This is an optimization exercise on Yosys and OpenROAD, whose aim is small area, not a production implementation.
The RTL was checked by simulation tests, not by an equivalence proof against the original design.
No activity file was given, so power comes from the tool's default toggle rates.

`design/flow/design.v`:
```
`default_nettype none
package synth_pkg;
	localparam int SAMPLE_W      = 16;
	localparam int PHASE_W       = 32;
	localparam int SPI_WORD_BITS = 16;
	localparam int SPI_CNT_W     = $clog2(SPI_WORD_BITS + 2);	 
	typedef logic signed [SAMPLE_W-1:0] sample_t;
	typedef logic [SPI_WORD_BITS-1:0]   pitch_t;
	typedef logic [PHASE_W-1:0]         phase_t;
	localparam logic [31:0] SAW_BASE = 32'd50000;	 
	localparam logic [7*13-1:0] SAW_DIFF = {
		13'd7612, 13'd6789, 13'd5336, 13'd4577,
		13'd3077, 13'd2777, 13'd1333
	};
endpackage
`default_nettype wire
`timescale 1ns/1ns
`default_nettype none
module spi_word_rx
(
	input  logic   clk,
	input  logic   trigger,
	input  logic   sck,
	input  logic   mosi,
	input  logic   cs,	 
	output synth_pkg::pitch_t pitch,
	output logic   accept	 
);
	logic [2:0] sck_sync;
	logic [1:0] mosi_sync;	 
	logic [2:0] ncs_sync;	 
	logic sck_rise;
	logic cs_rise;
	logic cs_low;
	logic [synth_pkg::SPI_CNT_W-1:0] bit_cnt;
	synth_pkg::pitch_t               shreg;	 
	assign sck_rise = sck_sync[1] & ~sck_sync[2];
	assign cs_rise  = ~ncs_sync[1] & ncs_sync[2];
	assign cs_low   = ncs_sync[1];
	always_ff @(posedge clk or posedge trigger) begin
		if (trigger) begin
			sck_sync <= '0;
			ncs_sync <= '0;	 
		end else begin
			sck_sync <= {sck_sync[1:0], sck};
			ncs_sync <= {ncs_sync[1:0], ~cs};
		end
	end
	always_ff @(posedge clk)
		mosi_sync <= {mosi_sync[0], mosi};
	always_ff @(posedge clk) begin
		if (!cs_low) begin
			bit_cnt <= '0;	 
		end else if (sck_rise && bit_cnt <= synth_pkg::SPI_CNT_W'(synth_pkg::SPI_WORD_BITS)) begin
			bit_cnt <= bit_cnt + 1'b1;
		end
	end
	always_ff @(posedge clk) begin
		if (sck_rise)
			shreg <= {shreg[synth_pkg::SPI_WORD_BITS-2:0], mosi_sync[1]};
	end
	assign accept = cs_rise && bit_cnt == synth_pkg::SPI_CNT_W'(synth_pkg::SPI_WORD_BITS);
	always_ff @(posedge clk or posedge trigger) begin
		if (trigger)
			pitch <= '0;
		else if (accept)
			pitch <= shreg;
	end
endmodule
`default_nettype wire
`default_nettype none
`default_nettype wire
`default_nettype none
`default_nettype wire
`default_nettype none
`default_nettype wire
`timescale 1ns/1ns
`default_nettype none
module synth_top
(
	input  logic clk,
	input  logic trigger,
	input  logic sck,
	input  logic mosi,
	input  logic cs,
	output logic i2s_bck,
	output logic i2s_lrck,
	output logic i2s_din
);
	synth_pkg::pitch_t pitch;
	logic accept;	 
	spi_word_rx i_rx (
		.clk     (clk),
		.trigger (trigger),
		.sck     (sck),
		.mosi    (mosi),
		.cs      (cs),
		.pitch   (pitch),
		.accept  (accept)
	);
	logic [7:0] cnt;	 
	logic       run;	 
	logic       live;	 
	always_ff @(posedge clk or posedge trigger) begin
		if (trigger) begin
			cnt   <= 8'd0;
			run   <= 1'b0;
			live  <= 1'b0;
		end else begin
			cnt   <= cnt + {7'd0, run};
			run   <= 1'b1;
			if (cnt == 8'd254)
				live <= 1'b1;
		end
	end
	logic [4:0] j;		 
	logic [2:0] slot;	 
	logic       step;	 
	logic       vslot;	 
	assign j     = cnt[4:0];
	assign slot  = cnt[7:5];
	assign step  = slot == 3'd0;
	assign vslot = slot == 3'd7;
	logic [8:0] m;
	logic       nz;
	logic       note_pend;
	always_ff @(posedge clk or posedge trigger) begin
		if (trigger) begin
			m         <= '0;
			nz        <= 1'b0;
			note_pend <= 1'b0;
		end else begin
			if (cnt == 8'd255) begin
				note_pend <= accept;	 
				if (note_pend) begin
					m  <= 9'd511;
					nz <= 1'b1;
				end else if (m != 9'd0) begin
					m <= m - 1'b1;
				end else begin
					nz <= 1'b0;
				end
			end else if (accept) begin
				note_pend <= 1'b1;
			end
		end
	end
	logic [15:0] snap;
	always_ff @(posedge clk) begin
		if (cnt == 8'd0)
			snap <= {pitch[8:0], pitch[15:9]};
		else
			snap <= {snap[0], snap[15:1]};
	end
	logic [31:0] a_r;
	logic [31:0] k_r;
	logic        a_in;
	logic        k_in;
	logic        kc;		 
	logic [1:0]  ac;		 
	logic        k_old, a_old, kci, pbit, cbit;
	logic [1:0]  aci;
	logic [2:0]  a_sum;
	assign k_old = k_r[0] & live;	 
	assign a_old = a_r[0] & live;
	assign kci   = (j == 5'd0) ? 1'b1 : kc;
	assign aci   = (j == 5'd0) ? 2'd0 : ac;
	assign pbit  = snap[0] & (j >= 5'd8) & (j <= 5'd23);
	assign cbit  = synth_pkg::SAW_BASE[j];
	assign a_sum = a_old + pbit + cbit + aci;
	assign k_in = step ? (k_old ^ kci) : k_r[0];
	assign a_in = step ? a_sum[0] : a_r[0];
	always_ff @(posedge clk) begin
		k_r <= {k_in, k_r[31:1]};
		a_r <= {a_in, a_r[31:1]};
		kc  <= k_old & kci;
		ac  <= a_sum[2:1];
	end
	logic [15:0] dn;
	logic        dc;
	logic        dci;
	logic        d_src;
	logic        add_y;
	logic [1:0]  d_sum;
	logic        y;		 
	always_comb begin
		if (cnt >= 8'd19 && cnt <= 8'd31)
			d_src = a_in;			 
		else if (cnt >= 8'd32 && cnt <= 8'd34)
			d_src = cnt == 8'd34;	 
		else
			d_src = dn[0];
	end
	assign add_y = !vslot && (j >= 5'd19);
	assign dci   = (cnt[3:0] == 4'd3) ? 1'b0 : dc;
	assign d_sum = d_src + (y & add_y) + dci;
	always_ff @(posedge clk) begin
		dn <= {d_sum[0], dn[15:1]};
		dc <= d_sum[1];
	end
	logic        z;
	logic        x;
	logic [12:0] coef;
	logic [12:1] dl;	 
	logic [12:0] opnd;
	logic [3:0]  uc;
	logic [3:0]  uci;
	logic [4:0]  u_sum;
	assign z = vslot ? ((j >= 5'd16) ? dl[1] : dn[3]) : k_in;
	assign x = vslot ? 1'b0 : a_in;
	always_comb begin
		if (vslot)
			coef = {m, nz, nz, nz, nz};	 
		else
			coef = synth_pkg::SAW_DIFF[13*slot +: 13];
	end
	assign opnd = coef & {dl, z};
	assign uci  = (j == 5'd0) ? 4'd0 : uc;
	always_comb begin
		u_sum = {4'd0, x} + {1'b0, uci};
		for (int s = 0; s < 13; s++)
			u_sum = u_sum + {4'd0, opnd[s]};
	end
	assign y = u_sum[0];
	always_ff @(posedge clk) begin
		uc <= u_sum[4:1];
		if (j == 5'd31)
			dl <= '0;
		else
			dl <= {dl[11:1], z};
	end
	logic [31:0] out_r;
	logic        out_in;
	always_comb begin
		if (cnt >= 8'd237 && cnt <= 8'd252)
			out_in = y;		 
		else if (cnt >= 8'd253 || cnt <= 8'd12)
			out_in = dn[6];	 
		else
			out_in = out_r[0];
	end
	always_ff @(posedge clk)
		out_r <= {out_in, out_r[31:1]};
	logic [4:0] nb;		 
	logic [4:0] tp;		 
	logic       st;
	logic       din;
	assign nb = 5'(({1'b0, cnt} + 9'd9) >> 3);
	assign tp = 5'd28 - nb - cnt[4:0];
	always_ff @(posedge clk) begin
		if (tp[2:0] == 3'd0)
			case (tp[4:3])
			2'd0:    st <= out_in;	 
			2'd1:    st <= out_r[8];
			2'd2:    st <= out_r[16];
			default: st <= out_r[24];
			endcase
	end
	always_ff @(posedge clk or posedge trigger) begin
		if (trigger)
			din <= 1'b0;
		else if (cnt[2:0] == 3'd7)
			din <= live & st;
	end
	assign i2s_bck  = cnt[2];	 
	assign i2s_lrck = cnt[7];
	assign i2s_din  = din;
endmodule
`default_nettype wire
```
`design/flow/flow/run.sh`:
```
#!/bin/bash
# The standard layout (standard.sh), with one change: the clock tree is
# built without balancing dummy loads, in sink clusters of up to 18 behind
# clkbuf_8 buffers, from a clkbuf_4 root. Each tool's output goes to flow.log.
set -euo pipefail
export CTS_ARGS="-sink_clustering_enable -repair_clock_nets -sink_clustering_size 18 -sink_clustering_max_diameter 300 -buf_list sky130_fd_sc_hd__clkbuf_8 -root_buf sky130_fd_sc_hd__clkbuf_4 -dont_use_dummy_load"
export BUFFER_PORTS_ARGS="-buffer_cell sky130_fd_sc_hd__buf_1"
bash standard.sh > flow.log 2>&1
```
`design/flow/standard.sh`:
```
#!/bin/bash
# synth_recipe.tcl (not shown) runs the flow's synth.tcl, then flattens the netlist and writes it again
# the make line also repeats each setting of config.mk as NAME=value (left out here)
make -C /OpenROAD-flow-scripts/flow DESIGN_CONFIG=/design/flow/config.mk WORK_HOME=/design/flow/orfs CLKGATE_MAP_FILE= SYNTH_SCRIPT=/design/flow/synth_recipe.tcl "${@:-finish}"
```
`design/flow/config.mk`:
```
export PLATFORM = sky130hd
export DESIGN_NAME = synth_top
export DESIGN_NICKNAME = synth_top
export VERILOG_FILES = /design/flow/design.v
export SDC_FILE = /design/flow/constraint.sdc
export NUM_CORES = 4
export LEC_CHECK = 0
export CAP_MARGIN = 20
export CORE_MARGIN = 2
export CORE_UTILIZATION = 70
export CTS_BUF_LIST = sky130_fd_sc_hd__clkbuf_8
export CTS_CLUSTER_DIAMETER = 300
export CTS_CLUSTER_SIZE = 18
export SLEW_MARGIN = 20
```
`design/flow/constraint.sdc`:
```
create_clock -name core_clock -period 10.0 [get_ports {clk}]
set_input_delay 2.0000 -clock core_clock [delete_from_list [all_inputs] [get_ports {clk}]]
set_output_delay 2.0000 -clock core_clock [all_outputs]
set_load 0.01 [all_outputs]
```
==> flow_summary.toml, run 1 <==
[setup_path]
crit_path_max_fanout = 14
start_kind = "flop"
crit_start = "cnt[2]"
ff2ff_setup_slack_ns = 3.77
cp.required_ns = 10.43
rr_startpoint = "cnt[2]"
path_class = "flop to flop"
arrival_ns = 6.65
cp-end-kind = "flop"

[global_route]
grt_max_degree = 45
antenna_found_initial = 0
grt_overflow = 0
grt_pass1_wl_um = 19700
grt_use_total_pct = 22.0
grt_pass1_vias = 3988

[logic_synthesis]
synth_cell_types = 60
synth-seq-area-share_pct = 64.5
synth-seq-cells = 216
ys.flop_type = "dfxtp_1"
synth.area.top_cells = "dfxtp_1 42%, dfrtp_1 15%, edfxtp_1 7.0%"
yosysTopAreaCell = "dfxtp_1"
synthCells = 559
synth-edff-count = 17
syn_nets = 606
syn_avg_cell_area_sq_um = 13.1
synth_area_sq_um = 7310
synth_top_area_share_pct = 42.5
yosysWarnings = 2
synthArstFlopShare_pct = 20.4

[sta]
clock_skew_ns = 0.0274
fmax_mhz = 161
worst_slew_margin_rel_pct = 43.6
setup_viol = 0
rsz0062_at_grt = "no"
report.final.hold_viol_count = 0
setup_tns_ns = 0
fin_crit_ns = 6.23
worst_pin_slew_ns = 0.843
fin_crit_sh_pct = 62.3
slew_viol_final = 0

[routing]
drtAntennaViolNets = 0
viasPerCell = 5.44
drt_iter0_markers = 196
drt-pass1-iter-count = 4
wl_per_cell_um = 15.9
route.detailed.drc = 0
routed_wl_um = 11200
vias = 3833

[clock_tree]
clkTransAtPathRegs_ns = 0.10
post_cts_buffers = 0
cts_resized = 0
cts_made_buffers = 15
clkSinkCount = 216
htreeDepth = 1
cts_tree = "done"
clk-insertion-delay-late_ns = 0.56
postCtsHoldBufs = 0
root_buffer = "clkbuf_4"
cts.path.max_buffers = 3

[layout]
fillers = 675
ff_latch_area_sq_um = 4710
area.growth.synth_to_final_pct = 4.49
layout_common_cells = "155 x dfxtp_1, 44 x dfrtp_1, 41 x inv_1, 40 x nand2_1, 28 x ha_1"
final_nets = 618
stdcell_area_sq_um = 7630
layout_commonest_cell = "dfxtp_1"
drive_gt1_share_pct = 8.96
multi_input_area_sq_um = 2360
diodes = 0

[placed_design]
portBuffers = 7
gp_congestion = 0.892
placed_area_sq_um = 7450
hpwlAfterDp_um = 7560

[power_and_ir_drop]
ir_drop_mv = 0.244
total_power_mw = 2.10
power_density_nw_per_um2 = 275
p_leak_nw = 3.38

[min_path]
worstHoldStart = "dn[4]"
min_path_type = "flop to flop"

[outcome]
status = "timing/DRC/antenna clean"

[floorplanning]
core_area_sq_um = 10200
fp.dieW_um = 106
rows = 37
die_h_um = 106
start_util_pct = 71.4
die_area_sq_um = 11300
io_pins = 8

[flow_run]
cap_viol_max_count = 0
==> routing by layer <==
layer	vias up	wire (um)	global-route usage, %	share of wire, %
li1	1870	-	-	-
met1	1859	5250	31.6	47
met2	78	5200	35.0	46
met3	26	443	3.56	3.9
met4	0	327	6.39	2.9
met5	-	0	0	0
==> cells by family after synthesis <==
| kind of cell | count (synthesis) | share of synthesized area [%] |
|---|---|---|
| flip-flops | 216 | 64.5 |
| AND/OR/NAND/NOR | 123 | 8.96 |
| buffers and inverters | 56 | 3.13 |
| AO/OA/AOI/OAI | 53 | 4.83 |
| multiplexers | 43 | 6.68 |
| adder cells (fa/ha/maj) | 42 | 8.63 |
| XOR/XNOR | 25 | 3.19 |
| other | 1 | 0.0513 |
==> cells in the mapped netlist (9+ instances only) <==
master / count
a21oi_1: 12
dfrtp_1: 44
dfxtp_1: 155
edfxtp_1: 17
fa_1: 14
ha_1: 28
inv_1: 42
mux2_1: 9
mux2_2: 27
nand2_1: 40
nor2_1: 17
nor2b_1: 21
o21ai_0: 11
xnor2_1: 16
==> report_power, final <==
part | switching (mW) | total (mW) | leakage, nW | internal, mW
clock network | 0.240 | 0.362 | 0.100 | 0.122
logic | 0.297 | 0.540 | 1.26 | 0.243
registers | 0.119 | 1.20 | 2.02 | 1.08
total | 0.656 | 2.10 | 3.38 | 1.45
==> worst paths after layout <==
kind,to,depth (start not counted)
worst max-delay path,dn[15],20
worst max register to register,dn[15],20
max in group asynchronous,cnt[0],3
worst min-delay path,dn[3],0
min in group asynchronous,i_rx.pitch[0],3
worst min register to register,dn[3],0
==> metrics by stage <==
stage	util [%]	hold slack [ns]	worst slack, ns	instances
after floorplan	-	0.310	4.25	559
after CTS	74.6	0.305	3.78	705
after detailed placement	72.8	0.312	3.79	690
after global placement	72.8	0.311	4.01	690
after global routing	74.6	0.318	3.48	705
final	74.6	0.320	3.77	705
==> worst max-delay path, stage by stage (launching register included) <==
cell and delay (ns):
dfrtp_1 0.57, ha_1 0.35, o211ai_1 0.11, nand2_1 0.08, mux2i_1 0.20, nand2_1 0.11, fa_1 0.52, inv_1 0.05
ha_1 0.26, mux2_2 0.17, nand2_1 0.09, fa_1 0.55, inv_1 0.06, fa_1 0.50, fa_1 0.53, fa_1 0.55
inv_1 0.06, fa_1 0.54, nand3b_1 0.19, a21oi_1 0.20, fa_1 0.45
==> area by class of cell <==
| class | count | area share, % |
|---|---|---|
| Clock buffer | 15 | 2.46 |
| Inverter | 42 | 2.07 |
| Multi-Input combinational cell | 287 | 30.9 |
| Sequential cell | 216 | 61.8 |
| Tap cell | 136 | 2.23 |
| Timing Repair Buffer | 9 | 0.541 |
==> registers in the layout (all words and copies together) (netlist names), 2 cells and up <==
| name | count |
|---|---|
| ac | 2 |
| i_rx.shreg | 16 |
| i_rx.ncs_sync | 3 |
| i_rx.sck_sync | 3 |
| cnt | 8 |
| dn | 16 |
| i_rx.mosi_sync | 2 |
| dl | 12 |
| k_r | 32 |
| uc | 4 |
| i_rx.pitch | 16 |
| snap | 16 |
| m | 9 |
| a_r | 32 |
| out_r | 32 |
| i_rx.bit_cnt | 5 |
==> run 2: changes to the inputs <==
--- a/design/flow/flow/run.sh
+++ b/design/flow/flow/run.sh
@@ -4,5 +4,4 @@
 # clkbuf_8 buffers, from a clkbuf_4 root. Each tool's output goes to flow.log.
 set -euo pipefail
 export CTS_ARGS="-sink_clustering_enable -repair_clock_nets -sink_clustering_size 18 -sink_clustering_max_diameter 300 -buf_list sky130_fd_sc_hd__clkbuf_8 -root_buf sky130_fd_sc_hd__clkbuf_4 -dont_use_dummy_load"
-export BUFFER_PORTS_ARGS="-buffer_cell sky130_fd_sc_hd__buf_1"
 bash standard.sh > flow.log 2>&1
==> run 2 against run 1 <==
  * Still clean
  * First-iteration DRC count up 21%
  * Area after synthesis stayed put
  * Worst hold slack got worse by 0.011 ns
  * Power decreased by 0.16%
  * Sequential share of layout area shrank 0.37 points
  * Count of clock-buffer cells in the layout unchanged
  * Critical endpoint unchanged
  * Largest power group unchanged
==> flow_summary.toml, run 2 <==
[outcome]
status = "timing/DRC/antenna clean"

[min_path]
worstHoldStart = "out_r[6]"
min_path_type = "flop to flop"
hold_depth = 0
holdPathEnd = "out_r[5]"

[routing]
drt-pass1-iter-count = 5
drtAntennaViolNets = 0
wl_per_cell_um = 16.1
viasPerCell = 5.35
routed_wl_um = 11400
vias = 3779
drt_iter0_markers = 238
route.detailed.drc = 0

[power_and_ir_drop]
ir_drop_mv = 0.285
total_power_mw = 2.10
power_density_nw_per_um2 = 273
p_leak_nw = 3.40

[floorplanning]
fp.dieW_um = 106
start_util_pct = 71.4
die_h_um = 106
rows = 37
die_area_sq_um = 11300
io_pins = 8
core_area_sq_um = 10200

[sta]
setup_tns_ns = 0
setup_slack_ns = 3.88
fin_hold_ws_ns = 0.309
fin_crit_ns = 6.12
fin_crit_sh_pct = 61.2
fmax_mhz = 163
clock_skew_ns = 0.0383
rsz0062_at_grt = "no"
slew_viol_final = 0
report.final.hold_viol_count = 0
setup_viol = 0
worst_pin_slew_ns = 0.879
worst_slew_margin_rel_pct = 41.2

[layout]
largest_registers = "a_r: 32 flops, k_r: 32 flops, out_r: 32 flops"
layout_commonest_cell = "dfxtp_1"
final_nets = 618
instances_no_fill = 706
finish.utilization_pct = 75.1
multi_input_area_sq_um = 2360
layout_common_cells = "155 x dfxtp_1, 44 x dfrtp_1, 41 x inv_1, 40 x nand2_1, 28 x ha_1"
fillers = 674
drive_gt1_share_pct = 8.96
stdcell_area_sq_um = 7680
area.growth.synth_to_final_pct = 5.12
ff_latch_area_sq_um = 4710

[clock_tree]
postCtsHoldBufs = 0
clkTransAtPathRegs_ns = 0.10
root_buffer = "clkbuf_4"
cts_made_buffers = 15
clk-insertion-delay-late_ns = 0.58
post_cts_buffers = 0
cts_resized = 0
clkSinkCount = 216
cts_tree = "done"
htreeDepth = 1
cts.path.max_buffers = 3

[placed_design]
portBuffers = 7
hpwlAfterDp_um = 7610
dp.cells = 690
gp_congestion = 0.848
place_ws_ns = 3.89
placed_area_sq_um = 7490

[setup_path]
arrival_ns = 6.55
start_kind = "flop"
reg2regPathDepth = 20
reg2reg_to = "dn[15]"
crit_buf_inv = 3
cp_slowest_stage_delay_ns = 0.57
cpMaxStageDelayCell = "dfrtp_1"
crit_path_max_fanout = 14
path_class = "flop to flop"
critical-path-top-delay-family = "adder cells"
cp-end-kind = "flop"
rr_startpoint = "cnt[2]"
cp_common_cell = "fa_1"
path_cells = "ha_1 -> o211ai_1 -> nand2_1 -> mux2i_1 -> nand2_1 -> fa_1 -> inv_1 -> ha_1 -> mux2_2 -> nand2_1 -> fa_1 -> inv_1 -> fa_1 -> fa_1 -> fa_1 -> inv_1 -> fa_1 -> nand3b_1 -> a21oi_1 -> fa_1"
ff2ff_setup_slack_ns = 3.88
cp.required_ns = 10.43

[global_route]
antenna_found_initial = 1
grt_use_total_pct = 22.0
grt_overflow = 0
grt_max_degree = 45
grt_pass1_vias = 3907
grt_pass1_wl_um = 19500

[logic_synthesis]
ys.flop_type = "dfxtp_1"
synth.area.top_cells = "dfxtp_1 42%, dfrtp_1 15%, edfxtp_1 7.0%"
yosysWarnings = 2
synth_cell_types = 60
syn_nets = 606
synth_area_sq_um = 7310
yosysMostFrequentCell = "dfxtp_1"
yosysTopAreaCell = "dfxtp_1"
synth-edff-count = 17
synth-seq-cells = 216
syn_avg_cell_area_sq_um = 13.1
synthCells = 559
synth-seq-area-share_pct = 64.5
yosys-top-cells-count = "155 x dfxtp_1, 44 x dfrtp_1, 42 x inv_1, 40 x nand2_1, 28 x ha_1"
synth_top_area_share_pct = 42.5
synthArstFlopShare_pct = 20.4

[flow_run]
cap_viol_max_count = 0
## run 2: cell types whose count changed in the layout (fill, tap and decap cells not counted), sizes merged
cell,change
diode,+1
clkdlybuf4s50,+7
buf,-7
## run 2: cell families after synthesis
logic type | Yosys count | share of synthesized area, %
flops | 216 | 64.5
mux | 43 | 6.68
buf+inv | 56 | 3.13
xor+xnor | 25 | 3.19
simple gates | 123 | 8.96
compound gates | 53 | 4.83
fa+ha+maj | 42 | 8.63
other cells | 1 | 0.0513
## run 2: final cells by class
cell class	instances	share of cell area [%]
Sequential cell	216	61.4
Multi-Input combinational cell	287	30.8
Clock buffer	15	2.44
Tap cell	136	2.22
Inverter	42	2.05
Timing Repair Buffer	9	1.11
Antenna cell	1	0.0326
## run 2: worst max path at each step
stage / depth (start not counted) / start / to / slack [ns]
6_report: 20 / cnt[2] / dn[15] / 3.88
5_1_grt: 20 / cnt[2] / dn[15] / 3.60
4_1_cts: 20 / cnt[2] / dn[15] / 3.88
3_5_place_dp: 20 / cnt[2] / dn[15] / 3.89
3_3_place_gp: 20 / cnt[2] / dn[15] / 4.02
2_1_floorplan: 21 / cnt[1] / dn[15] / 4.25
## run 2: power breakdown
group | total (mW) | internal [mW] | switching, mW
Sequential | 1.20 | 1.08 | 0.119
Clock | 0.359 | 0.122 | 0.237
Combinational | 0.540 | 0.245 | 0.295
Total | 2.10 | 1.45 | 0.651
## run 2: layer usage
layer / wire length, um / GRT usage [%] / vias to the layer above
met4: 341 / 7.89 / 0
li1: - / - / 1865
met1: 5500 / 31.7 / 1815
met3: 412 / 3.25 / 25
met2: 5110 / 34.4 / 74
met5: 0 / 0 / -
==> run 3: changes to the inputs <==
--- a/design/flow/design.v
+++ b/design/flow/design.v
@@ -124,25 +124,27 @@
 	logic [8:0] m;
 	logic       nz;
 	logic       note_pend;
+	logic tick;	 
+	logic m_set;	 
+	logic m_dec;	 
+	assign tick  = cnt == 8'd255;
+	assign m_set = tick & note_pend;
+	assign m_dec = tick & (m != 9'd0);
 	always_ff @(posedge clk or posedge trigger) begin
 		if (trigger) begin
 			m         <= '0;
 			nz        <= 1'b0;
 			note_pend <= 1'b0;
 		end else begin
-			if (cnt == 8'd255) begin
+			m <= (m - {8'd0, m_dec}) | {9{m_set}};
+			if (m_set)
+				nz <= 1'b1;
+			else if (tick && m == 9'd0)
+				nz <= 1'b0;
+			if (tick)
 				note_pend <= accept;	 
-				if (note_pend) begin
-					m  <= 9'd511;
-					nz <= 1'b1;
-				end else if (m != 9'd0) begin
-					m <= m - 1'b1;
-				end else begin
-					nz <= 1'b0;
-				end
-			end else if (accept) begin
+			else if (accept)
 				note_pend <= 1'b1;
-			end
 		end
 	end
 	logic [15:0] snap;
@@ -241,15 +243,17 @@
 	end
 	always_ff @(posedge clk)
 		out_r <= {out_in, out_r[31:1]};
-	logic [4:0] nb;		 
-	logic [4:0] tp;		 
+	logic [7:0] v;
+	logic [3:0] lo;
+	logic [1:0] tap;
 	logic       st;
 	logic       din;
-	assign nb = 5'(({1'b0, cnt} + 9'd9) >> 3);
-	assign tp = 5'd28 - nb - cnt[4:0];
-	always_ff @(posedge clk) begin
-		if (tp[2:0] == 3'd0)
-			case (tp[4:3])
+	assign v   = cnt + 1'b1;
+	assign lo  = {1'b0, v[2:0]} + {1'b0, v[5:3]};
+	assign tap = ~(v[7:6] + v[4:3] + {1'b0, lo[3]});
+	always_ff @(posedge clk) begin
+		if (lo[2:0] == 3'd4)
+			case (tap)
 			2'd0:    st <= out_in;	 
 			2'd1:    st <= out_r[8];
 			2'd2:    st <= out_r[16];
==> design/flow/flow/run.sh (replaced) <==
#!/bin/bash
# The standard layout (standard.sh), with two changes: the clock tree is
# built without balancing dummy loads, in sink clusters of up to 18 behind
# clkbuf_8 buffers, from a clkbuf_4 root, and the ports are buffered with
# buf_1 cells. Each tool's output goes to flow.log.
set -euo pipefail
export CTS_ARGS="-sink_clustering_enable -repair_clock_nets -sink_clustering_size 18 -sink_clustering_max_diameter 300 -buf_list sky130_fd_sc_hd__clkbuf_8 -root_buf sky130_fd_sc_hd__clkbuf_4 -dont_use_dummy_load"
export BUFFER_PORTS_ARGS="-buffer_cell sky130_fd_sc_hd__buf_1"
bash standard.sh > flow.log 2>&1
==> run 3 against run 2 <==
  * Cell count shrank 1.6%
  * Power shrank 1.7%
  * First-iteration DRC count shrank 11%
  * Critical path depth shrank 1
  * Sequential cell count is the same
  * Setup slack lost 0.24 ns
  * Combinational power shrank 8.0%
  * Critical path type unchanged
  * Sequential power is essentially flat
  * Clock power is essentially flat
  * Sequential share of layout area grew 0.50 points
  * Still clean on timing, DRC and antenna
  * Synthesized cell count shrank 2.0%
  * Final area shrank 0.81%
==> flow_summary.toml, run 3 <==
[placed_design]
gp_congestion = 0.851
portBuffers = 7
hpwlAfterDp_um = 7510

[clock_tree]
clkTransAtPathRegs_ns = 0.11
postCtsHoldBufs = 0
cts_made_buffers = 15
post_cts_buffers = 0
clk-insertion-delay-late_ns = 0.55
htreeDepth = 1
cts.path.max_buffers = 3
cts_resized = 0
clkSinkCount = 216
cts_tree = "done"
root_buffer = "clkbuf_4"

[power_and_ir_drop]
p_switching_uw = 623
p_leak_nw = 3.39
swShare_pct = 30.2
seq_power_share_pct = 58.7
clock_power_share_pct = 17.2
power_density_nw_per_um2 = 271
combPwrFrac_pct = 24.1
total_power_mw = 2.06
p_int_mw = 1.44
ir_drop_mv = 0.180

[setup_path]
ff2ff_setup_slack_ns = 3.63
path_cells = "ha_1 -> nand2_1 -> a21oi_1 -> nor3b_1 -> o21ai_0 -> fa_1 -> inv_1 -> ha_1 -> mux2_2 -> nand2_1 -> fa_1 -> fa_1 -> fa_1 -> fa_1 -> inv_1 -> fa_1 -> nor3_1 -> a31oi_1 -> a221o_1"
critical-path-top-delay-family = "adder cells"
rr_startpoint = "cnt[2]"
cp.required_ns = 10.31
crit_path_max_fanout = 17
arrival_ns = 6.67
cpMaxStageDelayCell = "dfrtp_1"
setup.worst_path.end = "st"
cp-end-kind = "flop"
cp_common_cell = "fa_1"
path_class = "flop to flop"
reg2reg_to = "st"
start_kind = "flop"
crit_cells = 19
cp_slowest_stage_delay_ns = 0.70
crit_buf_inv = 2
crit_start = "cnt[2]"
reg2regPathDepth = 19

[logic_synthesis]
yosys-top-cells-count = "155 x dfxtp_1, 44 x dfrtp_1, 43 x nand2_1, 37 x mux2_2"
synthArstFlopShare_pct = 20.4
synth_area_sq_um = 7280
synth.area.top_cells = "dfxtp_1 43%, dfrtp_1 15%, edfxtp_1 7.0%"
synth_cell_types = 52
yosysWarnings = 2
yosysTopAreaCell = "dfxtp_1"
synth-seq-area-share_pct = 64.8
yosysMostFrequentCell = "dfxtp_1"
syn_nets = 600
ys.flop_type = "dfxtp_1"
synthCells = 548
synth-edff-count = 17
synth_top_area_share_pct = 42.6
synth-seq-cells = 216
syn_avg_cell_area_sq_um = 13.3

[routing]
top_layer_used = "met4"
route.detailed.drc = 0
met1_length_um = 5350
viasPerCell = 5.35
routed_wl_um = 11000
wl_per_cell_um = 15.9
vias = 3716
drtAntennaViolNets = 0
drt-pass1-iter-count = 5
drt_iter0_markers = 211
wl_met3_um = 439
met2_length_um = 5080

[sta]
rsz0062_at_grt = "no"
setup_viol = 0
fin_crit_sh_pct = 63.7
report.final.hold_viol_count = 0
slew_viol_final = 0
worst_slew_margin_rel_pct = 42.6
setup_tns_ns = 0
clock_skew_ns = 0.0220
fin_crit_ns = 6.37
worst_pin_slew_ns = 0.858
fmax_mhz = 157

[layout]
area.growth.synth_to_final_pct = 4.64
largest_registers = "a_r: 32 flops, k_r: 32 flops, out_r: 32 flops"
drive_gt1_share_pct = 11.6
final_nets = 613
layout_commonest_cell = "dfxtp_1"
diodes = 0
layout_common_cells = "155 x dfxtp_1, 44 x dfrtp_1, 43 x nand2_1, 37 x mux2_2, 32 x ha_1"
fillers = 666
ff_latch_area_sq_um = 4710
multi_input_area_sq_um = 2370

[floorplanning]
io_pins = 8
rows = 37
die_h_um = 106
core_area_sq_um = 10200
die_area_sq_um = 11200
start_util_pct = 71.2
fp.dieW_um = 106

[global_route]
antenna_found_initial = 0
grt_overflow = 0
grt_max_degree = 45
grt_pass1_wl_um = 18700
grt_use_total_pct = 21.1
grt_pass1_vias = 3826

[outcome]
status = "timing/DRC/antenna clean"

[flow_run]
cap_viol_max_count = 0

[min_path]
min_path_type = "flop to flop"
hold_depth = 0
-- run 3: cell count changes in the layout (fill, tap and decap cells not counted), sizes merged, moves of 5 or more --
| cell | before | now |
|---|---|---|
| a21oi | 12 | 7 |
| buf | 2 | 9 |
| clkdlybuf4s50 | 7 | 0 |
| inv | 41 | 32 |
| mux2i | 7 | 1 |
| nand2b | 2 | 10 |
| nor2 | 18 | 13 |
-- run 3: worst min path at each step --
stage / from / to
2_1_floorplan: a_r[1] / a_r[0]
3_3_place_gp: i_rx.mosi_sync[0] / i_rx.mosi_sync[1]
3_5_place_dp: dn[10] / dn[9]
4_1_cts: k_r[4] / k_r[3]
5_1_grt: k_r[4] / k_r[3]
6_report: k_r[4] / k_r[3]
-- run 3: metrics by stage --
step / util, % / hold WS [ns] / worst slack [ns] / area, sq um / std cells
after global routing: 74.5 / 0.338 / 3.24 / 7620 / 695
after floorplan: - / 0.310 / 4.14 / 7280 / 548
after detailed placement: 72.4 / 0.312 / 3.66 / 7410 / 679
after CTS: 74.3 / 0.333 / 3.62 / 7600 / 694
final: 74.5 / 0.330 / 3.63 / 7620 / 695
after global placement: 72.4 / 0.312 / 3.87 / 7410 / 679
-- run 3: worst reg2reg max path: stages, from the launching register on --
cell,delay [ns]
dfrtp_1,0.70
ha_1,0.37
nand2_1,0.13
a21oi_1,0.14
nor3b_1,0.06
o21ai_0,0.30
fa_1,0.48
inv_1,0.07
ha_1,0.22
mux2_2,0.29
nand2_1,0.11
fa_1,0.43
fa_1,0.52
fa_1,0.52
fa_1,0.54
inv_1,0.05
fa_1,0.52
nor3_1,0.23
a31oi_1,0.08
a221o_1,0.36
-- run 3: power groups by stage --
stage               Sequential, mW  Clock (mW)  Combinational [mW]
global placement              1.22           0               0.482
finish                        1.21       0.356               0.497
global route                  1.24       0.392               0.569
floorplan                     1.16           0               0.430
detailed placement            1.23           0               0.500
CTS                           1.22       0.364               0.502
-- run 3: area by class of cell --
cell class,instances,share of cell area [%]
Sequential cell,216,61.9
Multi-Input combinational cell,287,31.1
Clock buffer,15,2.46
Tap cell,136,2.23
Inverter,32,1.58
Timing Repair Buffer,9,0.706
-- run 3: metal layers --
layer  up-vias  GRT usage, %
li1       1829             -
met1      1813          30.9
met2        59          33.5
met3        15          3.43
met4         0          5.36
met5         -             0
-- run 3: kinds of logic after synthesis --
| logic type | share of synthesized area (%) |
|---|---|
| AOI/OAI and AO/OA | 4.19 |
| other | 0.0515 |
| DFF | 64.8 |
| muxes | 6.02 |
| and+or+nand+nor | 9.44 |
| xor gates and xnor gates | 3.25 |
| adders and majority gates | 9.63 |
| buffers and inverters | 2.66 |
==> run 4: changes to the inputs <==
==> design/flow/flow/run.sh (replaced) <==
#!/bin/bash
# The standard layout (standard.sh), with two changes: the clock tree is
# built without balancing dummy loads, in sink clusters of up to 18 behind
# clkbuf_8 buffers, from a clkbuf_4 root, and the ports are buffered with
# buf_1 cells. Each tool's output goes to flow.log.
set -euo pipefail
export CTS_ARGS="-sink_clustering_enable -repair_clock_nets -sink_clustering_size 20 -sink_clustering_max_diameter 300 -buf_list sky130_fd_sc_hd__clkbuf_8 -root_buf sky130_fd_sc_hd__clkbuf_4 -dont_use_dummy_load"
export BUFFER_PORTS_ARGS="-buffer_cell sky130_fd_sc_hd__buf_1"
bash standard.sh > flow.log 2>&1
--- a/design/flow/config.mk
+++ b/design/flow/config.mk
@@ -7,7 +7,7 @@
 export LEC_CHECK = 0
 export CAP_MARGIN = 20
 export CORE_MARGIN = 2
-export CORE_UTILIZATION = 70
+export CORE_UTILIZATION = 80
 export CTS_BUF_LIST = sky130_fd_sc_hd__clkbuf_8
 export CTS_CLUSTER_DIAMETER = 300
 export CTS_CLUSTER_SIZE = 18
==> run 4 against run 3 <==
  * Still clean
  * First-iteration DRC count rose by 11%
  * Sequential power barely moved
  * Via count rose by 5.2%
  * Synthesized cell count did not move
  * Die area fell by 12%
  * Global-route usage rose by 6.7 points
  * Final area fell by 0.80%
  * Sequential cell count did not move
  * Register-to-register slack got worse by 0.07 ns
==> flow_summary.toml, run 4 <==
[outcome]
status = "timing/DRC/antenna clean"

[floorplanning]
die_h_um = 99.4
start_util_pct = 83.1
fp.dieW_um = 99.4
die_area_sq_um = 9880
io_pins = 8
rows = 34
core_area_sq_um = 8760

[setup_path]
path_class = "flop to flop"
start_kind = "flop"
cp.required_ns = 10.32
arrival_ns = 6.75
crit_path_max_fanout = 17
cp-end-kind = "flop"

[routing]
drt_iter0_markers = 234
viasPerCell = 5.87
wl_per_cell_um = 19.5
drt-pass1-iter-count = 5
vias = 3908
route.detailed.drc = 0
drtAntennaViolNets = 0
routed_wl_um = 13000

[clock_tree]
htreeDepth = 1
cts_made_buffers = 14
cts.path.max_buffers = 3
clkTransAtPathRegs_ns = 0.11
clk-insertion-delay-late_ns = 0.56
postCtsHoldBufs = 0
cts_resized = 0
root_buffer = "clkbuf_4"
cts_tree = "done"
post_cts_buffers = 0
clkSinkCount = 216

[global_route]
grt_pass1_wl_um = 21000
grt_pass1_vias = 4116
grt_use_total_pct = 27.8
grt_overflow = 0
antenna_found_initial = 0
grt_max_degree = 45

[logic_synthesis]
yosys-top-cells-count = "155 x dfxtp_1, 44 x dfrtp_1, 43 x nand2_1, 37 x mux2_2"
synth_area_sq_um = 7280
syn_nets = 600
ys.flop_type = "dfxtp_1"
synth-seq-cells = 216
yosysTopAreaCell = "dfxtp_1"
synth_cell_types = 52
yosysWarnings = 2
synth_top_area_share_pct = 42.6
synth.area.top_cells = "dfxtp_1 43%, dfrtp_1 15%, edfxtp_1 7.0%"
synthCells = 548
synth-edff-count = 17
synthArstFlopShare_pct = 20.4
syn_avg_cell_area_sq_um = 13.3
synth-seq-area-share_pct = 64.8
yosysMostFrequentCell = "dfxtp_1"

[sta]
worst_slew_margin_rel_pct = 43.3
clock_skew_ns = 0.0149
setup_tns_ns = 0
setup_slack_ns = 3.57
worst_pin_slew_ns = 0.848
slew_viol_final = 0
fmax_mhz = 155
fin_crit_sh_pct = 64.3
setup_viol = 0
fin_hold_ws_ns = 0.322
rsz0062_at_grt = "no"
fin_crit_ns = 6.43
report.final.hold_viol_count = 0

[power_and_ir_drop]
p_leak_nw = 3.38
power_density_nw_per_um2 = 278
ir_drop_mv = 0.232

[layout]
finish.utilization_pct = 86.2
drive_gt1_share_pct = 11.3
area.growth.synth_to_final_pct = 3.80
largest_registers = "a_r: 32 flops, k_r: 32 flops, out_r: 32 flops"
multi_input_area_sq_um = 2370
final_nets = 612
fillers = 422
ff_latch_area_sq_um = 4710
layout_common_cells = "155 x dfxtp_1, 44 x dfrtp_1, 43 x nand2_1, 37 x mux2_2, 32 x ha_1"
layout_commonest_cell = "dfxtp_1"
diodes = 0

[placed_design]
hpwlAfterDp_um = 9080
place_ws_ns = 3.65
gp_congestion = 0.872
portBuffers = 7

[min_path]
min_path_type = "flop to flop"

[flow_run]
cap_viol_max_count = 0
-- run 4: final timing paths --
path	from	endpoint	slack (ns)	depth (start not counted)
worst max-delay path	cnt[2]	st	3.57	19
worst min-delay path	dn[2]	dn[1]	0.32	0
worst max register to register	cnt[2]	st	3.57	19
worst min register to register	dn[2]	dn[1]	0.32	0
max in group asynchronous	trigger	m[4]	8.04	3
min in group asynchronous	trigger	i_rx.sck_sync[0]	1.56	3
-- run 4: cell families after synthesis --
logic type,after synthesis,synth area share (%)
buf+inv,45,2.66
xor+xnor,27,3.25
other cells,1,0.0515
flops,216,64.8
simple gates,129,9.44
fa+ha+maj,47,9.63
mux,39,6.02
compound gates,44,4.19
-- run 4: stage by stage --
stage,std cells,cell area [sq um],total power [mW]
after CTS,666,7560,2.10
final,666,7560,2.10
after detailed placement,652,7380,1.76
after global placement,652,7380,1.70
after global routing,666,7560,2.21
after floorplan,548,7280,1.59
-- run 4: worst max-delay path, cell delays in order (launching register included) --
cell and delay, ns:
dfrtp_1 0.71, ha_1 0.37, nand2_1 0.13, a21oi_1 0.15, nor3b_1 0.06, o21ai_0 0.30
fa_1 0.47, inv_1 0.07, ha_1 0.22, mux2_2 0.30, nand2_1 0.11, fa_1 0.44
fa_1 0.52, fa_1 0.52, fa_1 0.55, inv_1 0.06, fa_1 0.53, nor3_1 0.23
a31oi_1 0.09, a221o_1 0.37
-- run 4: power by group --
| part | switching (mW) | leakage [nW] | internal, mW |
|---|---|---|---|
| sequential | 0.135 | 2.02 | 1.09 |
| combinational | 0.293 | 1.27 | 0.231 |
| clock | 0.233 | 0.0929 | 0.114 |
| total | 0.661 | 3.38 | 1.44 |
-- run 4: area by class of cell --
type / instances / share of cell area (%)
Clock buffer: 14 / 2.30
Inverter: 32 / 1.59
Multi-Input combinational cell: 287 / 31.4
Sequential cell: 216 / 62.4
Tap cell: 108 / 1.79
Timing Repair Buffer: 9 / 0.546
-- run 4: per-layer routing --
layer | vias up | track usage, % | part of all wire (%) | wire (um)
li1 | 1828 | - | - | -
met1 | 1934 | 36.4 | 42 | 5470
met2 | 111 | 48.8 | 51 | 6660
met3 | 35 | 3.37 | 3.5 | 449
met4 | 0 | 9.17 | 3.2 | 419
met5 | - | 0 | 0 | 0
==> run 5: changes to the inputs <==
--- a/design/flow/design.v
+++ b/design/flow/design.v
@@ -24,7 +24,8 @@
 	input  logic   mosi,
 	input  logic   cs,	 
 	output synth_pkg::pitch_t pitch,
-	output logic   accept	 
+	output logic   accept,	 
+	output logic   pitch_ok	 
 );
 	logic [2:0] sck_sync;
 	logic [1:0] mosi_sync;	 
@@ -60,11 +61,15 @@
 			shreg <= {shreg[synth_pkg::SPI_WORD_BITS-2:0], mosi_sync[1]};
 	end
 	assign accept = cs_rise && bit_cnt == synth_pkg::SPI_CNT_W'(synth_pkg::SPI_WORD_BITS);
+	always_ff @(posedge clk) begin
+		if (accept)
+			pitch <= shreg;
+	end
 	always_ff @(posedge clk or posedge trigger) begin
 		if (trigger)
-			pitch <= '0;
+			pitch_ok <= 1'b0;
 		else if (accept)
-			pitch <= shreg;
+			pitch_ok <= 1'b1;
 	end
 endmodule
 `default_nettype wire
@@ -89,6 +94,7 @@
 );
 	synth_pkg::pitch_t pitch;
 	logic accept;	 
+	logic pitch_ok;	 
 	spi_word_rx i_rx (
 		.clk     (clk),
 		.trigger (trigger),
@@ -96,7 +102,8 @@
 		.mosi    (mosi),
 		.cs      (cs),
 		.pitch   (pitch),
-		.accept  (accept)
+		.accept  (accept),
+		.pitch_ok(pitch_ok)
 	);
 	logic [7:0] cnt;	 
 	logic       run;	 
@@ -148,11 +155,14 @@
 		end
 	end
 	logic [15:0] snap;
-	always_ff @(posedge clk) begin
-		if (cnt == 8'd0)
-			snap <= {pitch[8:0], pitch[15:9]};
-		else
-			snap <= {snap[0], snap[15:1]};
+	logic        snap_ok;
+	always_ff @(posedge clk) begin
+		if (cnt == 8'd0) begin
+			snap    <= {pitch[8:0], pitch[15:9]};
+			snap_ok <= pitch_ok;
+		end else begin
+			snap    <= {snap[0], snap[15:1]};
+		end
 	end
 	logic [31:0] a_r;
 	logic [31:0] k_r;
@@ -167,7 +177,7 @@
 	assign a_old = a_r[0] & live;
 	assign kci   = (j == 5'd0) ? 1'b1 : kc;
 	assign aci   = (j == 5'd0) ? 2'd0 : ac;
-	assign pbit  = snap[0] & (j >= 5'd8) & (j <= 5'd23);
+	assign pbit  = snap[0] & snap_ok & (j >= 5'd8) & (j <= 5'd23);
 	assign cbit  = synth_pkg::SAW_BASE[j];
 	assign a_sum = a_old + pbit + cbit + aci;
 	assign k_in = step ? (k_old ^ kci) : k_r[0];
==> run 5 against run 4 <==
  * Still clean
  * Sequential cell count rose by 2
  * Routed wire length up 2.4%
  * Register-to-register slack got worse by 0.35 ns
  * Critical path depth is 1 higher
  * Clock power up 2%
  * Cell count fell by 2.3%
  * Critical path type unchanged
  * Critical endpoint unchanged
==> flow_summary.toml, run 5 <==
[placed_design]
placed_area_sq_um = 7320
hpwlAfterDp_um = 8720
portBuffers = 7
gp_congestion = 0.890

[logic_synthesis]
synthArstFlopShare_pct = 13.3
synth-edff-count = 34
yosysMostFrequentCell = "dfxtp_1"
synth_compound_area_share_pct = 4.13
synth_cell_types = 53
synth.area.mux_share_pct = 3.73
ys.flop_type = "dfxtp_1"
synthCells = 530
synth_top_family_by_area = "adder cells"
synth_top_area_share_pct = 43.2
yosysTopAreaCell = "dfxtp_1"
synth-seq-cells = 218
syn_avg_cell_area_sq_um = 13.6
syn_nets = 582
synth_xor_area_share_pct = 3.05
yosys.area_share.adder_pct = 9.75
synth.area.top_cells = "dfxtp_1 43%, edfxtp_1 14%, dfrtp_1 10%"
synth-seq-area-share_pct = 67.5
synth_area_sq_um = 7190
yosysWarnings = 2
yosys.area_share.simple_pct = 9.30
yosys-top-cells-count = "155 x dfxtp_1, 41 x nand2_1, 34 x edfxtp_1, 34 x inv_1, 32 x ha_1"

[setup_path]
crit_path_max_fanout = 16
arrival_ns = 7.08
critical-path-top-delay-family = "adder cells"
cpMaxStageDelayCell = "dfrtp_1"
path_class = "flop to flop"
start_kind = "flop"
cp_common_cell = "fa_1"
cp-end-kind = "flop"
path_cells = "ha_1 -> nand2_1 -> a21oi_1 -> nor3_1 -> a21oi_1 -> nand3b_1 -> fa_1 -> inv_1 -> ha_1 -> mux2_2 -> nand2_1 -> fa_1 -> fa_1 -> fa_1 -> fa_1 -> inv_1 -> fa_1 -> a2111oi_0 -> a31oi_2 -> a221o_1"
crit_buf_inv = 2
cp.required_ns = 10.31
cp_slowest_stage_delay_ns = 0.58

[clock_tree]
htreeDepth = 1
clkSinkCount = 218
clk-insertion-delay-late_ns = 0.55
cts.path.max_buffers = 3
post_cts_buffers = 0
cts_made_buffers = 14
root_buffer = "clkbuf_4"
clkTransAtPathRegs_ns = 0.13
cts_tree = "done"
postCtsHoldBufs = 0
cts_resized = 0

[global_route]
grt_pass1_wl_um = 21500
grt_overflow = 0
grt_use_total_pct = 28.8
grt_max_degree = 30
antenna_found_initial = 0
grt_pass1_vias = 4186

[power_and_ir_drop]
clock_power_share_pct = 15.8
seq_power_share_pct = 57.2
ir_drop_mv = 0.244
p_int_mw = 1.53
power_density_nw_per_um2 = 300
p_leak_nw = 3.23
p_switching_uw = 717
swShare_pct = 31.9
combPwrFrac_pct = 27.1

[layout]
diodes = 0
layout_common_cells = "155 x dfxtp_1, 41 x nand2_1, 34 x inv_1, 34 x edfxtp_1, 32 x ha_1"
multi_input_area_sq_um = 2160
layout_commonest_cell = "dfxtp_1"
final_nets = 597
largest_registers = "a_r: 32 flops, k_r: 32 flops, out_r: 32 flops"
fillers = 372
stdcell_area_sq_um = 7500
ff_latch_area_sq_um = 4850
drive_gt1_share_pct = 8.66
area.growth.synth_to_final_pct = 4.30

[floorplanning]
rows = 34
io_pins = 8
die_area_sq_um = 9760
start_util_pct = 82.4
die_h_um = 98.8
core_area_sq_um = 8720
fp.dieW_um = 98.8

[sta]
fmax_mhz = 148
worst_pin_slew_ns = 0.812
setup_viol = 0
clock_skew_ns = 0.0293
fin_crit_sh_pct = 67.8
rsz0062_at_grt = "no"
worst_slew_margin_rel_pct = 45.8
report.final.hold_viol_count = 0
slew_viol_final = 0
setup_tns_ns = 0
fin_crit_ns = 6.78

[outcome]
status = "timing/DRC/antenna clean"

[min_path]
min_path_type = "flop to flop"

[routing]
wl_per_cell_um = 20.4
viasPerCell = 6.01
drt-pass1-iter-count = 6
drtAntennaViolNets = 0
routed_wl_um = 13300
route.detailed.drc = 0
vias = 3913
drt_iter0_markers = 177

[flow_run]
cap_viol_max_count = 0
## run 5: layer usage
metal	global-route usage, %	wire length, um	vias to the layer above
met5	0	0	-
met4	12.8	606	0
met3	5.18	683	53
met2	49.5	6740	158
met1	35.9	5280	1918
li1	-	-	1784
## run 5: layout make-up
cell class | count | area share (%)
flip-flops and latches | 218 | 64.7
clock buffers | 14 | 2.32
well taps | 108 | 1.80
multi-input cells | 267 | 28.8
repair buffers | 10 | 0.651
inverters | 34 | 1.70
## run 5: power groups by stage
stage                     logic (mW)  registers [mW]  clock network [mW]
after floorplan                0.478            1.22                   0
after detailed placement       0.590            1.29                   0
after CTS                      0.604            1.28               0.357
after global routing           0.672            1.31               0.386
after global placement         0.546            1.28                   0
final                          0.609            1.29               0.355
## run 5: path summary, 6_finish.rpt
check / endpoint / cells after the start / slack, ns / start
max: st / 20 / 3.22 / cnt[2]
min: i_rx.mosi_sync[1] / 0 / 0.32 / i_rx.mosi_sync[0]
max reg2reg: st / 20 / 3.22 / cnt[2]
min reg2reg: i_rx.mosi_sync[1] / 0 / 0.32 / i_rx.mosi_sync[0]
max in group asynchronous: m[2] / 3 / 8.19 / trigger
min in group asynchronous: i_rx.ncs_sync[2] / 3 / 1.50 / trigger
## run 5: cell families after synthesis
kind of cell / Yosys count
AO/OA/AOI/OAI: 42
XOR/XNOR: 25
adder cells (fa/ha/maj): 47
buffers and inverters: 45
flip-flops: 218
multiplexers: 24
other: 1
AND/OR/NAND/NOR: 128
## run 5: stage by stage
stage / worst slack [ns] / util (%) / instances / hold slack, ns / power (mW)
after floorplan: 3.92 / - / 530 / 0.310 / 1.70
after global placement: 3.57 / 84.0 / 637 / 0.311 / 1.82
after detailed placement: 3.35 / 84.0 / 637 / 0.312 / 1.88
after CTS: 3.31 / 86.0 / 651 / 0.319 / 2.25
after global routing: 3.09 / 86.0 / 651 / 0.329 / 2.36
final: 3.22 / 86.0 / 651 / 0.321 / 2.25
==> run 6: changes to the inputs <==
--- a/design/flow/design.v
+++ b/design/flow/design.v
@@ -106,15 +106,17 @@
 		.pitch_ok(pitch_ok)
 	);
 	logic [7:0] cnt;	 
+	logic [7:0] v;		 
 	logic       run;	 
 	logic       live;	 
+	assign v = cnt + 1'b1;
 	always_ff @(posedge clk or posedge trigger) begin
 		if (trigger) begin
-			cnt   <= 8'd0;
+			cnt   <= 8'd255;
 			run   <= 1'b0;
 			live  <= 1'b0;
 		end else begin
-			cnt   <= cnt + {7'd0, run};
+			cnt   <= v;
 			run   <= 1'b1;
 			if (cnt == 8'd254)
 				live <= 1'b1;
@@ -253,12 +255,10 @@
 	end
 	always_ff @(posedge clk)
 		out_r <= {out_in, out_r[31:1]};
-	logic [7:0] v;
 	logic [3:0] lo;
 	logic [1:0] tap;
 	logic       st;
 	logic       din;
-	assign v   = cnt + 1'b1;
 	assign lo  = {1'b0, v[2:0]} + {1'b0, v[5:3]};
 	assign tap = ~(v[7:6] + v[4:3] + {1'b0, lo[3]});
 	always_ff @(posedge clk) begin
@@ -276,8 +276,8 @@
 		else if (cnt[2:0] == 3'd7)
 			din <= live & st;
 	end
-	assign i2s_bck  = cnt[2];	 
-	assign i2s_lrck = cnt[7];
+	assign i2s_bck  = cnt[2] & run;
+	assign i2s_lrck = cnt[7] & run;
 	assign i2s_din  = din;
 endmodule
 `default_nettype wire
==> design/flow/flow/run.sh (replaced) <==
#!/bin/bash
# The standard layout (standard.sh), with two changes: the clock tree is
# built without balancing dummy loads, in sink clusters of up to 18 behind
# clkbuf_8 buffers, from a clkbuf_4 root, and the ports are buffered with
# buf_1 cells. Each tool's output goes to flow.log.
set -euo pipefail
export CTS_ARGS="-sink_clustering_enable -repair_clock_nets -sink_clustering_size 18 -sink_clustering_max_diameter 300 -buf_list sky130_fd_sc_hd__clkbuf_8 -root_buf sky130_fd_sc_hd__clkbuf_4 -dont_use_dummy_load"
export BUFFER_PORTS_ARGS="-buffer_cell sky130_fd_sc_hd__buf_1"
bash standard.sh > flow.log 2>&1
==> run 6 against run 5 <==
  * Core utilization is 0.32 points higher
  * Register-to-register slack better by 0.60 ns
  * Worst hold slack lost 0.067 ns
  * Clock power rose by 4%
  * Maximum frequency increased by 9.7%
  * Sequential cell count is the same
  * Final area decreased by 0.12%
  * First-iteration DRC count grew 75%
==> flow_summary.toml, run 6 <==
[global_route]
grt_pass1_vias = 4198
grt_use_total_pct = 29.0
grt_pass1_wl_um = 21600
antenna_found_initial = 0
grt_overflow = 0
grt_max_degree = 30

[sta]
setup_tns_ns = 0
worst_pin_slew_ns = 0.602
fin_crit_ns = 6.18
fin_crit_sh_pct = 61.8
clock_skew_ns = 0.0791
slew_viol_final = 0
setup_slack_ns = 3.82
fin_hold_ws_ns = 0.254
report.final.hold_viol_count = 0
worst_slew_margin_rel_pct = 59.4
rsz0062_at_grt = "no"
setup_viol = 0
fmax_mhz = 162

[power_and_ir_drop]
p_leak_nw = 3.27
ir_drop_mv = 0.154
total_power_mw = 1.28
power_density_nw_per_um2 = 171

[setup_path]
reg2reg_to = "uc[3]"
ff2ff_setup_slack_ns = 3.82
cp.required_ns = 10.49
crit_path_max_fanout = 9
rr_startpoint = "cnt[0]"
cp_slowest_stage_delay_ns = 0.67
critical-path-top-delay-family = "adder cells"
cpMaxStageDelayCell = "dfstp_2"
path_cells = "inv_1 -> ha_1 -> nand3b_1 -> nand2_1 -> fa_1 -> inv_1 -> ha_1 -> mux2_2 -> nand2_1 -> fa_1 -> fa_1 -> fa_1 -> fa_1 -> inv_1 -> fa_1 -> fa_1 -> a21o_1 -> a21oi_1 -> xnor2_1"
cp_common_cell = "fa_1"
cp-end-kind = "flop"
start_kind = "flop"
crit_buf_inv = 3
reg2regPathDepth = 19
arrival_ns = 6.66
path_class = "flop to flop"

[logic_synthesis]
synthArstFlopShare_pct = 13.3
synthCells = 550
synth_compound_area_share_pct = 4.63
synth-seq-cells = 218
synth_top_family_by_area = "simple AND/OR/NAND/NOR gates"
synth-edff-count = 34
synth_top_area_share_pct = 43.5
yosysWarnings = 2
synth.area.top_cells = "dfxtp_1 43%, edfxtp_1 14%, dfrtp_1 7.4%"
synth_xor_area_share_pct = 2.77
yosysMostFrequentCell = "dfxtp_1"
synth.area.mux_share_pct = 0.929
yosys-top-cells-count = "155 x dfxtp_1, 85 x nand2_1, 34 x edfxtp_1, 33 x inv_1, 30 x ha_1"
yosys.area_share.adder_pct = 9.46
synth_area_sq_um = 7140
ys.flop_type = "dfxtp_1"
yosysTopAreaCell = "dfxtp_1"
yosys.area_share.simple_pct = 11.7
syn_avg_cell_area_sq_um = 13.0
synth-seq-area-share_pct = 68.1
syn_nets = 600
synth_cell_types = 61

[floorplanning]
die_h_um = 98.5
die_area_sq_um = 9700
core_area_sq_um = 8680
fp.dieW_um = 98.5
rows = 34
io_pins = 8
start_util_pct = 82.3

[min_path]
holdPathEnd = "k_r[29]"
min_path_type = "flop to flop"
hold_depth = 0
worstHoldStart = "k_r[30]"

[layout]
layout_common_cells = "155 x dfxtp_1, 85 x nand2_1, 34 x edfxtp_1, 33 x inv_1, 30 x ha_1"
final_nets = 617
layout_commonest_cell = "dfxtp_1"
instances_no_fill = 673
area.growth.synth_to_final_pct = 4.85
finish.utilization_pct = 86.3
stdcell_area_sq_um = 7490
drive_gt1_share_pct = 7.96
fillers = 422
largest_registers = "a_r: 32 flops, k_r: 32 flops, out_r: 32 flops"
diodes = 0

[placed_design]
hpwlAfterDp_um = 8890
placed_area_sq_um = 7290
gp_congestion = 0.844
portBuffers = 7
dp.cells = 657
place_ws_ns = 4.00

[clock_tree]
cts_tree = "done"
clkTransAtPathRegs_ns = 0.11
postCtsHoldBufs = 0
cts_resized = 0
cts_made_buffers = 16
clkSinkCount = 218
cts.path.max_buffers = 3
clk-insertion-delay-late_ns = 0.56
htreeDepth = 1
post_cts_buffers = 0
root_buffer = "clkbuf_4"

[routing]
drt-pass1-iter-count = 5
routed_wl_um = 13200
vias = 3963
drt_iter0_markers = 310
route.detailed.drc = 0
drtAntennaViolNets = 0
wl_per_cell_um = 19.7
viasPerCell = 5.89

[flow_run]
cap_viol_max_count = 0

[outcome]
status = "timing/DRC/antenna clean"
run 6: changes by cell type in the layout (fill, tap and decap cells not counted), sizes merged, moves of 4 or more:
cell,delta
o21ai,-5
dfstp,+8
mux2,-17
dfrtp,-8
nand2,+45
nand3,-4
run 6: worst max-delay path by stage:
stage	depth (start not counted)	slack (ns)	startpoint	to
global route	19	3.55	cnt[0]	uc[3]
global placement	19	4.22	cnt[0]	uc[3]
floorplan	19	4.21	cnt[3]	uc[3]
detailed placement	19	4.00	cnt[0]	uc[3]
CTS	19	3.81	cnt[0]	uc[3]
finish	19	3.82	cnt[0]	uc[3]
run 6: area by class of cell:
type	count	area, sq um	area share [%]
repair buffers	10	48.8	0.652
well taps	108	135	1.80
inverters	34	128	1.70
clock buffers	16	201	2.69
flip-flops and latches	218	4860	64.9
multi-input cells	287	2110	28.2
run 6: per-layer routing:
metal	GRT usage, %	part of all wire, %	up-vias
met5	0	0	-
met4	13.0	4.8	0
met3	4.40	6.0	50
met2	49.1	51	166
met1	37.6	38	1921
li1	-	-	1826
run 6: power breakdown:
group          leakage (nW)  internal [mW]  switching (mW)
Clock                 0.107          0.130           0.240
Combinational          1.24        0.00282         0.00585
Sequential             1.93          0.895         0.00291
Total                  3.27           1.03           0.249
run 6: logic make-up after synthesis:
kind of cell,count (synthesis)
AO/OA/AOI/OAI,44
XOR/XNOR,21
adder cells (fa/ha/maj),45
buffers and inverters,45
flip-flops,218
multiplexers,6
other,1
AND/OR/NAND/NOR,170
run 6: worst reg2reg max path: cells and delay by family (launching register included):
| family | cells | cell delay [ns] |
|---|---|---|
| AND/OR/NAND/NOR | 3 | 0.37 |
| XOR/XNOR | 1 | 0.14 |
| multiplexers | 1 | 0.30 |
| flip-flops | 1 | 0.67 |
| adder cells (fa/ha/maj) | 9 | 3.96 |
| buffers and inverters | 3 | 0.30 |
| AO/OA/AOI/OAI | 2 | 0.37 |
==> run 7: changes to the inputs <==
==> design/flow/flow/run.sh (replaced) <==
#!/bin/bash
# The standard layout (standard.sh), with two changes: the clock tree is
# built without balancing dummy loads, in sink clusters of up to 19 behind
# clkbuf_8 buffers, from a clkbuf_2 root, and the ports are buffered with
# buf_1 cells. Each tool's output goes to flow.log.
set -euo pipefail
export CTS_ARGS="-sink_clustering_enable -repair_clock_nets -sink_clustering_size 19 -sink_clustering_max_diameter 300 -buf_list sky130_fd_sc_hd__clkbuf_8 -root_buf sky130_fd_sc_hd__clkbuf_2 -dont_use_dummy_load"
export BUFFER_PORTS_ARGS="-buffer_cell sky130_fd_sc_hd__buf_1"
bash standard.sh > flow.log 2>&1
==> run 7 against run 6 <==
  * Sequential cell count did not move
  * Via count decreased by 2.2%
  * Sequential power about the same
  * Die area unchanged
  * Power decreased by 1.8%
  * Core utilization fell by 0.25 points
  * Worst hold slack gained 0.024 ns
  * Count of clock-buffer cells in the layout shrank 1
  * Non-clock buffer count did not move
  * Synthesized cell count is the same
  * Setup slack improved by 0.13 ns
==> flow_summary.toml, run 7 <==
[outcome]
status = "timing/DRC/antenna clean"

[logic_synthesis]
syn_nets = 600
synth_top_area_share_pct = 43.5
synth-seq-area-share_pct = 68.1
synth.area.top_cells = "dfxtp_1 43%, edfxtp_1 14%, dfrtp_1 7.4%"
yosysMostFrequentCell = "dfxtp_1"
synthCells = 550
synth-edff-count = 34
synth_area_sq_um = 7140
synthArstFlopShare_pct = 13.3
ys.flop_type = "dfxtp_1"
synth-seq-cells = 218
synth_cell_types = 61
yosys-top-cells-count = "155 x dfxtp_1, 85 x nand2_1, 34 x edfxtp_1, 33 x inv_1, 30 x ha_1"
yosysTopAreaCell = "dfxtp_1"
yosysWarnings = 2
syn_avg_cell_area_sq_um = 13.0

[layout]
multi_input_area_sq_um = 2110
fillers = 433
ff_latch_area_sq_um = 4860
instances_no_fill = 672
largest_registers = "a_r: 32 flops, k_r: 32 flops, out_r: 32 flops"
layout_common_cells = "155 x dfxtp_1, 85 x nand2_1, 34 x edfxtp_1, 33 x inv_1, 30 x ha_1"
drive_gt1_share_pct = 7.80
layout_commonest_cell = "dfxtp_1"
diodes = 0
final_nets = 616
area.growth.synth_to_final_pct = 4.56

[setup_path]
crit_path_max_fanout = 9
reg2regPathDepth = 19
cp.required_ns = 10.59
arrival_ns = 6.63
start_kind = "flop"
path_class = "flop to flop"
rr_startpoint = "cnt[0]"
cp-end-kind = "flop"
reg2reg_to = "uc[3]"
ff2ff_setup_slack_ns = 3.95

[clock_tree]
htreeDepth = 1
root_buffer = "clkbuf_2"
cts_resized = 0
clkSinkCount = 218
cts_tree = "done"
post_cts_buffers = 0
clk-insertion-delay-late_ns = 0.66
cts_made_buffers = 15
cts.path.max_buffers = 3
clkTransAtPathRegs_ns = 0.11
postCtsHoldBufs = 0

[sta]
slew_viol_final = 0
report.final.hold_viol_count = 0
clock_skew_ns = 0.130
fmax_mhz = 165
setup_slack_ns = 3.95
setup_viol = 0
rsz0062_at_grt = "no"
fin_crit_ns = 6.05
worst_pin_slew_ns = 0.605
fin_hold_ws_ns = 0.278
fin_crit_sh_pct = 60.5
worst_slew_margin_rel_pct = 59.7
setup_tns_ns = 0

[power_and_ir_drop]
ir_drop_mv = 0.162
total_power_mw = 1.25
power_density_nw_per_um2 = 168
p_leak_nw = 3.26

[placed_design]
gp_congestion = 0.844
hpwlAfterDp_um = 8890
portBuffers = 7
dp.cells = 657
place_ws_ns = 4.00

[floorplanning]
die_area_sq_um = 9700
fp.dieW_um = 98.5
io_pins = 8
start_util_pct = 82.3
core_area_sq_um = 8680
die_h_um = 98.5
rows = 34

[routing]
viasPerCell = 5.77
drt_iter0_markers = 389
routed_wl_um = 12400
route.detailed.drc = 0
wl_per_cell_um = 18.5
vias = 3875
drt-pass1-iter-count = 5
drtAntennaViolNets = 0

[min_path]
worstHoldStart = "k_r[29]"
holdPathEnd = "k_r[28]"
min_path_type = "flop to flop"
hold_depth = 0

[flow_run]
cap_viol_max_count = 0

[global_route]
grt_pass1_vias = 3994
grt_use_total_pct = 27.2
antenna_found_initial = 0
grt_max_degree = 30
grt_pass1_wl_um = 20400
grt_overflow = 0
[run 7: cell count changes in the layout (fill, tap and decap cells not counted)]
cell	before	now
clkbuf_2	0	3
clkbuf_4	3	0
clkbuf_8	13	12
[run 7: final cells by class]
class / count / area share (%)
Clock buffer: 15 / 2.41
Timing Repair Buffer: 10 / 0.654
Sequential cell: 218 / 65.1
Tap cell: 108 / 1.81
Inverter: 34 / 1.71
Multi-Input combinational cell: 287 / 28.3
[run 7: worst max-delay path by stage]
| stage | to | from | cells past startpoint | slack (ns) |
|---|---|---|---|---|
| 4_1_cts | uc[3] | cnt[0] | 19 | 3.96 |
| 2_1_floorplan | uc[3] | cnt[3] | 19 | 4.21 |
| 3_3_place_gp | uc[3] | cnt[0] | 19 | 4.22 |
| 3_5_place_dp | uc[3] | cnt[0] | 19 | 4.00 |
| 6_report | uc[3] | cnt[0] | 19 | 3.95 |
| 5_1_grt | uc[3] | cnt[0] | 19 | 3.62 |
[run 7: logic make-up after synthesis]
logic type | after synthesis | share of synthesized area, %
mux | 6 | 0.929
compound gates | 44 | 4.63
fa+ha+maj | 45 | 9.46
simple gates | 170 | 11.7
xor+xnor | 21 | 2.77
buf+inv | 45 | 2.40
other cells | 1 | 0.0525
flops | 218 | 68.1
[run 7: worst max-delay path, cell delays in order (launching register included)]
cell and delay, ns:
dfstp_2 0.64, inv_1 0.16, ha_1 0.27, nand3b_1 0.17, nand2_1 0.09, fa_1 0.48
inv_1 0.04, ha_1 0.27, mux2_2 0.29, nand2_1 0.10, fa_1 0.44, fa_1 0.53
fa_1 0.52, fa_1 0.54, inv_1 0.06, fa_1 0.46, fa_1 0.42, a21o_1 0.17
a21oi_1 0.19, xnor2_1 0.14
[run 7: layer usage]
layer / share of wire, % / wire, um / global-route usage, % / vias to the layer above
li1: - / - / - / 1820
met1: 40 / 4990 / 36.9 / 1881
met2: 51 / 6360 / 45.8 / 147
met3: 6.1 / 756 / 4.75 / 27
met4: 2.5 / 305 / 8.22 / 0
met5: 0 / 0 / 2.05 / -
[run 7: report_power, final]
group          switching (mW)  internal [mW]  leakage [nW]
Sequential            0.00288          0.896          1.93
Combinational         0.00582        0.00281          1.24
Clock                   0.233          0.115        0.0987
Total                   0.241           1.01          3.26
[run 7: through the flow]
stage               area [sq um]  util (%)
global route                7470      86.0
detailed placement          7290      84.0
floorplan                   7140         -
finish                      7470      86.0
global placement            7290      84.0
CTS                         7470      86.0

## afterwards: timing with drivers on the ports
The results above use ideal ports. As a check the final layouts listed here were re-extracted and re-timed, cells and wires unchanged.
Step 1, drivers: a clkbuf_16 drives clk and a buf_2 each remaining input, both assumed.
Step 2, shift: input delay + t, output delay - t, t = (earliest + latest rising clock arrival at the registers) / 2. This alone moves slack from input paths to output paths.
a / b / c = ideal / step 1 / step 2; a / b = the first two.
run | t, ns | setup WS [ns] | hold slack, ns
run 1 | 0.575 | 3.775 / 3.775 / 3.775 | 0.320 / 0.320 / 0.320
run 2 | 0.591 | 3.879 / 3.879 / 3.879 | 0.309 / 0.309 / 0.309
run 3 | 0.573 | 3.635 / 3.635 / 3.635 | 0.330 / 0.330 / 0.330
run 4 | 0.585 | 3.569 / 3.569 / 3.569 | 0.322 / 0.322 / 0.322
run 5 | 0.572 | 3.223 / 3.223 / 3.223 | 0.321 / 0.321 / 0.321
run 6 | 0.551 | 3.821 / 3.821 / 3.821 | 0.254 / 0.254 / 0.254
run 7 | 0.623 | 3.951 / 3.951 / 3.951 | 0.278 / 0.278 / 0.278
After both steps setup and hold are still met in every run listed.
